From an optimization exercise on the open Yosys and OpenROAD flow, aimed at small area; shortcuts taken in it are not production practice. In this exercise RTL edits were held to simulation tests only and were not proved equivalent to the original. Power is estimated from default activity; no workload was simulated.

==> flow/design.v (excerpt) <==
module noise_top (
	input logic clk,
	input logic reset,
	input logic reg_wr_en,
	input logic [0:0] reg_addr,
	input logic [15:0] reg_wdata,
	input logic [0:0] reg_rd_addr,
	output logic [15:0] reg_rdata,
	input logic [31:0] s_axis_tdata,
	input logic s_axis_tvalid,
	input logic s_axis_tuser,
	output logic s_axis_tready,
	output logic [15:0] estimated_noise,
	output logic estimated_noise_ready
);
Size in the first run: roughly 1000 cells after synthesis, ~130 flip-flops, about 89 I/O pins, about 0.0088 sq mm of cells after synthesis.
clock: 10.0 ns
lec_check: 0
abc_area: 1
cap_margin: 20
core_margin: 2
core_utilization: 40
cts_buf_list: sky130_fd_sc_hd__clkbuf_4 sky130_fd_sc_hd__clkbuf_8
slew_margin: 20
run.sh (not shown) runs the stock make flow with config.mk's settings and CLKGATE_MAP_FILE= SYNTH_SCRIPT=/design/flow/synth_recipe.tcl, a recipe that flattens the netlist after the stock synthesis.
==> next run, changes <==
CTS_BUF_LIST = default   (was sky130_fd_sc_hd__clkbuf_4 sky130_fd_sc_hd__clkbuf_8)
After rerunning: Wire length climbs by 1.3%. Sequential power barely changes. Worst hold slack loses 3.9 ps. Die area is unchanged.

========
Another version of the RTL of noise_top (not shown whole).
Size in the first run: ~880 cells after synthesis, roughly 130 flip-flops, ~9300 µm² of cells after synthesis.
Design noise_top, start of the top module:
module noise_top (
	input logic clk,
	input logic reset,
	input logic reg_wr_en,
	input logic [0:0] reg_addr,
	input logic [15:0] reg_wdata,
	input logic [0:0] reg_rd_addr,
	output logic [15:0] reg_rdata,
	input logic [31:0] s_axis_tdata,
	input logic s_axis_tvalid,
	input logic s_axis_tuser,
	output logic s_axis_tready,
	output logic [15:0] estimated_noise,
	output logic estimated_noise_ready
);
	logic [15:0] width_reg;
	logic [15:0] height_reg;
	logic accept;
	logic [9:0] rgb_sum;
	logic [7:0] luma_next;
	logic [7:0] luma;
	logic sof;
	logic sample_valid;
	logic [5:0] count;
	logic [5:0] count_inc;
	logic block_first;
	logic block_done;
	logic [13:0] acc_sum;
	logic [13:0] sum_in;
	logic [13:0] acc_sum_next;
	logic [21:0] acc_sq;
	logic [21:0] sq_in;
	logic [21:0] acc_sq_next;
	logic [7:0] mean;
	logic [15:0] variance;
	logic [16:0] lt_chain;
	logic var_lt;
	logic in_frame;
	logic first;
	logic [25:0] prod;
	logic [15:0] addend;
	logic [16:0] step_sum;
	logic mult_step;
	logic rot_step;
	logic top_bit;
	logic borrow;
	logic rem_hi_zero;
	logic take;
	logic frame_done;
	logic done_d;
	logic [15:0] min_var;
	logic rgb_1;
	logic rgb_2;
	logic rgb_3;
	logic rgb_4;
	logic rgb_5;
	logic rgb_6;
	logic rgb_7;
	logic rgb_8;
	logic rgb_9;
	logic rgb_10;
	logic rgb_11;
	logic rgb_12;
	logic rgb_13;
	logic rgb_14;
	logic rgb_15;
	logic rgb_16;
	logic rgb_17;
	logic rgb_18;
	logic rgb_19;
	logic rgb_20;
	logic rgb_21;
	logic rgb_22;
	logic rgb_23;
	logic rgb_24;
	logic rgb_25;
	logic rgb_26;
	logic rgb_27;
	logic rgb_28;
	logic rgb_29;
	logic rgb_30;
	logic rgb_31;
	logic rgb_32;
	logic as_1;
	logic as_2;
	logic as_3;
	logic as_4;
	logic as_5;
	logic as_6;
	logic as_7;
	logic as_8;
	logic as_9;
	logic as_10;
	logic as_11;
	logic as_12;
	logic as_13;
	logic as_14;
	logic as_15;
	logic as_16;
	logic as_17;
	logic as_18;
	logic as_19;
	logic as_20;
	logic as_21;
	logic as_22;
	logic as_23;
	logic as_24;
	logic as_25;
	logic as_26;
	logic as_27;
	logic as_28;
	logic aq_1;
	logic aq_2;
	logic aq_3;
	logic aq_4;
	logic aq_5;
	logic aq_6;
	logic aq_7;
	logic aq_8;
	logic aq_9;
	logic aq_10;
	logic aq_11;
	logic aq_12;
	logic aq_13;
	logic aq_14;
	logic aq_15;
	logic aq_16;
  ...
Settings: LEC_CHECK=0, CAP_MARGIN=20, CORE_MARGIN=2, CORE_UTILIZATION=40, SLEW_MARGIN=20; clock period 10.0 ns.
The first run reached the layout checks and failed them: setup timing.
==> next run, changes <==
Settings changed: ABC_AREA set to 1.
=> This time the run passed the timing, DRC and antenna checks; power decreases by a quarter to a third; worst hold slack got worse by 0.019 ns; final area decreases by a little under a tenth; routed wire length decreases by a few percent; global-route usage decreases by 0.18 points; synthesized area decreases slightly; worst setup slack improved by 1.4 ns; maximum frequency increases by about a fifth; synthesized cell count increases by about a fifth.

[afterwards: timing with drivers on the ports]
How much do the figures lean on ideal ports? The routed layouts below were timed once more, with nothing changed but the port constraints.
Step 1 (the two cells are an assumption about what drives the block):
set clk [get_ports {clk}]
set_driving_cell -lib_cell sky130_fd_sc_hd__clkbuf_16 $clk
set_driving_cell -lib_cell sky130_fd_sc_hd__buf_2 [delete_from_list [all_inputs] $clk]
Step 2, shift: input delay + t, output delay - t, t = (earliest + latest rising clock arrival at the registers) / 2. This alone moves slack from input paths to output paths.
Three values: no drivers, after step 1, after step 2; two values: the first two.
run	t, ns	setup slack, ns	worst hold slack (ns)	worst data-port slew with drivers (ns)	pins driven straight from the clock port
the first run of note 1	0.482	0.776 / 0.782 / 0.300	0.424 / 0.424 / 0.424	0.05	1
the second run of note 1	0.467	0.756 / 0.769 / 0.302	0.420 / 0.420 / 0.420	0.04	1
the first run of note 2	0.470	-0.725 / -0.719 / -1.189	0.435 / 0.435 / 0.435	0.04	1
the second run of note 2	0.474	0.661 / 0.673 / 0.200	0.416 / 0.416 / 0.416	0.05	1
For the first run of note 1, which loses most, drivers alone change the setup slack by +0.006 ns; drivers and shift together by -0.476 ns.
